Source: an optimization exercise on an open RTL-to-GDS flow (aim: small area). Production flows keep margins and buffers that such runs may drop.
In this exercise RTL edits were held to simulation tests only and were not proved equivalent to the original.
Power figures rest on the tool's default switching activity, not on a simulated workload.

## run 1
## axis_lane_packer
module axis_lane_packer #(
  parameter int IN_WIDTH  = axis_lane_packer_pkg::DEF_IN_WIDTH,
  parameter int OUT_WIDTH = axis_lane_packer_pkg::DEF_OUT_WIDTH
) (
  input  logic                             clk,
  input  logic                             rst,
  input  logic                             activate,
  input  logic                             s_valid,
  input  logic                             s_last,
  input  logic [IN_WIDTH-1:0]              s_data,
  output logic                             s_ready,
  output logic                             m_valid,
  output logic                             m_last,
  output logic [OUT_WIDTH-1:0]             m_data,
  output logic [OUT_WIDTH/axis_lane_packer_pkg::LANE_WIDTH-1:0]  m_keep,
  input  logic                             m_ready,
  output logic [31:0]                      words_out
);
Settings: LEC_CHECK=0, CAP_MARGIN=20, CORE_MARGIN=2, CORE_UTILIZATION=70, SLEW_MARGIN=20, SYNTH_HIERARCHICAL=1, SYNTH_MINIMUM_KEEP_SIZE=0; clock period 4.0 ns.
standard.sh (not shown) runs the stock make flow with config.mk's settings and CLKGATE_MAP_FILE= SYNTH_SCRIPT=/design/flow/synth_recipe.tcl, a recipe that flattens the netlist after the stock synthesis.
==> flow/flow/run.sh <==
#!/bin/bash
# Standard layout, with each port buffered by the smallest buffer cell and a clock tree
# built from small clock buffers, in clusters of at most 10 registers, without dummy loads.
# After global routing, gates off the critical paths are downsized (power recovery).
set -euo pipefail
bash standard.sh finish \
  "BUFFER_PORTS_ARGS=-buffer_cell sky130_fd_sc_hd__buf_1" \
  "RECOVER_POWER=100" \
  "CTS_ARGS=-sink_clustering_enable -repair_clock_nets -dont_use_dummy_load -buf_list {sky130_fd_sc_hd__clkbuf_4} -root_buf sky130_fd_sc_hd__clkbuf_8 -sink_clustering_size 10 -sink_clustering_max_diameter 40" \
  > standard.log 2>&1
Run 1 finished all stages; layout check result: FAIL, due to max-capacitance violations, max-slew violations.
[inputs] run 2 vs run 1
--- a/flow/flow/run.sh
+++ b/flow/flow/run.sh
@@ -4 +3,0 @@
-# After global routing, gates off the critical paths are downsized (power recovery).
@@ -8 +6,0 @@
-  "RECOVER_POWER=100" \
Results
- Run 2 went all the way through the flow, and no timing, DRC or antenna check failed.
- Global-route wire length before repair of run 1 is on par with run 2.
- The setup slack of run 2 exceeds that of run 1 by 0.39 ns.
- For number of diodes, run 1 and run 2 come out practically identical.
- ~same final hold slack in run 1 and run 2
- Going from run 1 to run 2, internal cell power has remained practically unchanged; post-synthesis to final-layout area growth rose 0.19 points; routed length on met1 roughly the same.
Changes in run 3 relative to run 2:
==> flow/flow/run.sh <==
#!/bin/bash
# Standard layout, with each port buffered by the smallest buffer cell and a clock tree
# built from small clock buffers, in clusters of at most 12 registers, without dummy loads.
set -euo pipefail
bash standard.sh finish \
  "BUFFER_PORTS_ARGS=-buffer_cell sky130_fd_sc_hd__buf_1" \
  "CTS_ARGS=-sink_clustering_enable -repair_clock_nets -dont_use_dummy_load -buf_list {sky130_fd_sc_hd__clkbuf_4} -root_buf sky130_fd_sc_hd__clkbuf_8 -sink_clustering_size 12 -sink_clustering_max_diameter 35" \
  > standard.log 2>&1
==> run notes <==
Run 2 has higher via count of the first global-routing pass than run 3. The maximum root-to-sink buffer count was comparable across run 3 and run 2. Looking at run 3 and run 2, the clock period minus final worst setup slack is a wash. In the reports for run 3 and run 2, the smaller power belongs to run 3. As far as share of the yosys chip area belonging to registers goes, run 3 and run 2 are indistinguishable; the numbers are identical.

* * *

axis_lane_packer, a different RTL version from the one above (not shown whole).
Size in the first run: about 380 I/O pins, about 18,000 µm² of cells after synthesis.
Settings: LEC_CHECK=0, CAP_MARGIN=20, CORE_MARGIN=2, CORE_UTILIZATION=55, SLEW_MARGIN=20, SYNTH_HIERARCHICAL=1, SYNTH_MINIMUM_KEEP_SIZE=0; clock period 4.0 ns.
==> flow/flow/run.sh <==
#!/bin/bash
# Standard layout, with each port buffered by the smallest buffer cell and a clock tree
# built from small clock buffers, in clusters of at most 10 registers, without dummy loads.
set -euo pipefail
bash standard.sh finish \
  "BUFFER_PORTS_ARGS=-buffer_cell sky130_fd_sc_hd__buf_1" \
  "CTS_ARGS=-sink_clustering_enable -repair_clock_nets -dont_use_dummy_load -buf_list {sky130_fd_sc_hd__clkbuf_4} -root_buf sky130_fd_sc_hd__clkbuf_8 -sink_clustering_size 10 -sink_clustering_max_diameter 40" \
  > standard.log 2>&1
Change:
Settings changed: CORE_UTILIZATION 55 to 70.
The changed run passed the timing, DRC and antenna checks.
Routed wire length came out lower by 2.1%.
Clock skew came out lower by 0.014 ns.
Fmax came out lower by 4.5%.
Synthesized cell count is unchanged.
Change:
==> flow/flow/run.sh (replaced) <==
#!/bin/bash
# Standard layout, with each port buffered by the smallest buffer cell and a clock tree
# built from small clock buffers without dummy loads.
set -euo pipefail
bash standard.sh finish \
  "BUFFER_PORTS_ARGS=-buffer_cell sky130_fd_sc_hd__buf_1" \
  "CTS_ARGS=-sink_clustering_enable -repair_clock_nets -dont_use_dummy_load -buf_list sky130_fd_sc_hd__clkbuf_4 sky130_fd_sc_hd__clkbuf_8 -root_buf sky130_fd_sc_hd__clkbuf_8" \
  > standard.log 2>&1
Settings changed: CORE_UTILIZATION 70 to 55, CTS_BUF_LIST set to sky130_fd_sc_hd__clkbuf_4 sky130_fd_sc_hd__clkbuf_8.
Now the flow aborted during clock tree synthesis on STA-0564.
Synthesized cell count stays the same.
Synthesized area does not change.

* * *

The RTL this note starts from:
==> flow/design.v <==
package axis_lane_packer_pkg;
  localparam int LANE_WIDTH    = 16;
  localparam int DEF_IN_WIDTH  = 64;
  localparam int DEF_OUT_WIDTH = 256;
endpackage
module axis_pack_slot #(
  parameter int WIDTH = axis_lane_packer_pkg::DEF_IN_WIDTH
) (
  input  logic             clk,
  input  logic             wr,         
  input  logic             keep,       
  input  logic             load,       
  input  logic             hold,       
  input  logic [WIDTH-1:0] s_data,
  output logic [WIDTH-1:0] m_data
);
  logic [WIDTH-1:0] pack_q;
  logic [WIDTH-1:0] pack_d;
  assign pack_d = ({WIDTH{wr}} & s_data) | ({WIDTH{keep}} & pack_q);
  always_ff @(posedge clk) begin
    pack_q <= pack_d;
    m_data <= ({WIDTH{load}} & pack_d) | ({WIDTH{hold}} & m_data);
  end
endmodule
module axis_count_bit (
  input  logic clk,
  input  logic keep,     
  input  logic a_in,     
  output logic a_out,    
  output logic q
);
  logic sum;
  assign {a_out, sum} = {1'b0, q} + {1'b0, a_in};
  always_ff @(posedge clk) begin
    q <= keep & sum;
  end
endmodule
module axis_lane_packer #(
  parameter int IN_WIDTH  = axis_lane_packer_pkg::DEF_IN_WIDTH,
  parameter int OUT_WIDTH = axis_lane_packer_pkg::DEF_OUT_WIDTH
) (
  input  logic                             clk,
  input  logic                             rst,
  input  logic                             activate,
  input  logic                             s_valid,
  input  logic                             s_last,
  input  logic [IN_WIDTH-1:0]              s_data,
  output logic                             s_ready,
  output logic                             m_valid,
  output logic                             m_last,
  output logic [OUT_WIDTH-1:0]             m_data,
  output logic [OUT_WIDTH/axis_lane_packer_pkg::LANE_WIDTH-1:0]  m_keep,
  input  logic                             m_ready,
  output logic [31:0]                      words_out
);
  localparam int RATIO          = OUT_WIDTH / IN_WIDTH;
  localparam int LANES_PER_BEAT = IN_WIDTH / axis_lane_packer_pkg::LANE_WIDTH;
  localparam int IDX_W          = (RATIO > 1) ? $clog2(RATIO) : 1;
  localparam logic [IDX_W-1:0] LAST_IDX = IDX_W'(RATIO - 1);
  logic             clear;
  logic [IDX_W-1:0] idx_reg;     
  logic             pend_full;
  logic             pend_last;
  logic [IDX_W-1:0] out_idx;     
  logic             s_fire;
  logic             final_beat;
  logic             out_free;
  logic             m_fire;
  logic             out_load;
  assign clear = rst | ~activate;
  assign s_ready    = activate & ~rst & ~pend_full;
  assign s_fire     = s_valid & s_ready;
  assign final_beat = s_fire & (s_last | (idx_reg == LAST_IDX));
  assign out_free = ~m_valid | m_ready;
  assign m_fire   = m_valid & m_ready;
  assign out_load = out_free & (pend_full | final_beat);
  for (genvar gi = 0; gi < RATIO; gi++) begin : g_beat
    axis_pack_slot #(.WIDTH(IN_WIDTH)) u_slot (
      .clk    (clk),
      .wr     (s_fire & (idx_reg == IDX_W'(gi))),
      .keep   (~s_fire | (idx_reg != IDX_W'(gi))),
      .load   (out_load & (IDX_W'(gi) <= idx_reg)),
      .hold   (~out_load),
      .s_data (s_data),
      .m_data (m_data[gi*IN_WIDTH +: IN_WIDTH])
    );
    for (genvar li = 0; li < LANES_PER_BEAT; li++) begin : g_keep
      assign m_keep[gi*LANES_PER_BEAT + li] = (out_idx >= IDX_W'(gi));
    end
  end
  always_ff @(posedge clk) begin
    if (clear) begin
      idx_reg   <= '0;
      pend_full <= 1'b0;
      m_valid   <= 1'b0;
    end else begin
      if (out_load) begin
        idx_reg   <= '0;
        pend_full <= 1'b0;
        m_valid   <= 1'b1;
      end else begin
        if (final_beat) pend_full <= 1'b1;
        else if (s_fire) idx_reg <= idx_reg + 1'b1;
        if (m_fire) m_valid <= 1'b0;
      end
    end
  end
  always_ff @(posedge clk) begin
    if (final_beat) pend_last <= s_last;
    if (out_load) begin
      out_idx <= idx_reg;
      m_last  <= pend_full ? pend_last : s_last;
    end
  end
  logic [32:0] cnt_carry;
  logic [3:0]  cnt_ones;
  logic        cnt_keep;
  assign cnt_keep = ~clear;
  for (genvar gk = 0; gk < 4; gk++) begin : g_cnt_grp
    assign cnt_ones[gk] = &words_out[8*gk +: 8];
    for (genvar gb = 0; gb < 8; gb++) begin : g_cnt_bit
      logic a_in;
      if (gb != 0) begin : g_chain
        assign a_in = cnt_carry[8*gk+gb];
      end else if (gk == 0) begin : g_lsb
        assign a_in = m_fire;
      end else begin : g_grp_in
        assign a_in = m_fire & (&cnt_ones[gk-1:0]);
      end
      axis_count_bit u_bit (
        .clk   (clk),
        .keep  (cnt_keep),
        .a_in  (a_in),
        .a_out (cnt_carry[8*gk+gb+1]),
        .q     (words_out[8*gk+gb])
      );
    end
  end
endmodule
Settings: LEC_CHECK=0, CAP_MARGIN=20, CORE_MARGIN=2, CORE_UTILIZATION=70, SLEW_MARGIN=20, SYNTH_HIERARCHICAL=1, SYNTH_MINIMUM_KEEP_SIZE=0; clock period 4.0 ns.
==> flow/flow/run.sh <==
#!/bin/bash
# Standard layout, with each port buffered by the smallest buffer cell and a clock tree
# built from small clock buffers, in clusters of at most 12 registers, without dummy loads.
set -euo pipefail
bash standard.sh finish \
  "BUFFER_PORTS_ARGS=-buffer_cell sky130_fd_sc_hd__buf_1" \
  "CTS_ARGS=-sink_clustering_enable -repair_clock_nets -dont_use_dummy_load -buf_list {sky130_fd_sc_hd__clkbuf_4} -root_buf sky130_fd_sc_hd__clkbuf_8 -sink_clustering_size 12 -sink_clustering_max_diameter 45" \
  > standard.log 2>&1
Rerun with:
==> flow/flow/run.sh (replaced) <==
#!/bin/bash
# Standard layout, with each port buffered by the smallest buffer cell and a clock tree
# built from small clock buffers, in clusters of at most 10 registers, without dummy loads.
set -euo pipefail
bash standard.sh finish \
  "BUFFER_PORTS_ARGS=-buffer_cell sky130_fd_sc_hd__buf_1" \
  "CTS_ARGS=-sink_clustering_enable -repair_clock_nets -dont_use_dummy_load -buf_list {sky130_fd_sc_hd__clkbuf_4} -root_buf sky130_fd_sc_hd__clkbuf_8 -sink_clustering_size 10 -sink_clustering_max_diameter 40" \
  > standard.log 2>&1
First-iteration DRC count grows by 5.8%.
Clock-buffer cell count climbs by 13.
Non-clock buffer count does not change.
Critical path depth stays the same.

==> separate check: timing with driven ports <==
No port has a modelled driver above. Below, the same layouts with a new extraction and two added sets of constraints. Step 1 (the two cells are an assumption about what drives the block):
set clk [get_ports {clk}]
set_driving_cell -lib_cell sky130_fd_sc_hd__clkbuf_16 $clk
set_driving_cell -lib_cell sky130_fd_sc_hd__buf_2 [delete_from_list [all_inputs] $clk]
Step 2 moves the port delays by t, midway between the first and last clock arrival at a register: inputs arrive t later, outputs are due t later. That takes back most of the time a late clock gives input paths. Slacks: ideal / step 1 / step 2; pairs: ideal / step 1.
| run | shift t [ns] | slack for setup (ns) | worst setup path at the end | worst data-port slew with drivers (ns) | cell pins on the clock port's net |
|---|---|---|---|---|---|
| run 1 | 0.588 | 0.944 / 0.944 / 0.431 | input to register | 0.08 | 1 |
| run 2 | 0.586 | 1.330 / 1.330 / 0.783 | input to register | 0.08 | 1 |
| run 3 | 0.614 | 1.332 / 1.336 / 0.743 | input to register | 0.09 | 1 |
| the first run of note 2 | 0.606 | 1.384 / 1.384 / 1.085 | input to register | 0.07 | 1 |
| the second run of note 2 | 0.611 | 1.262 / 1.262 / 0.734 | input to register | 0.09 | 1 |
| the first run of note 3 | 0.606 | 1.073 / 1.073 / 0.585 | input to register | 0.08 | 1 |
| the second run of note 3 | 0.601 | 1.034 / 1.034 / 0.525 | input to register | 0.08 | 1 |
The setup slack of run 3, which loses most, moves by +0.004 ns with the drivers and by -0.589 ns with both steps.
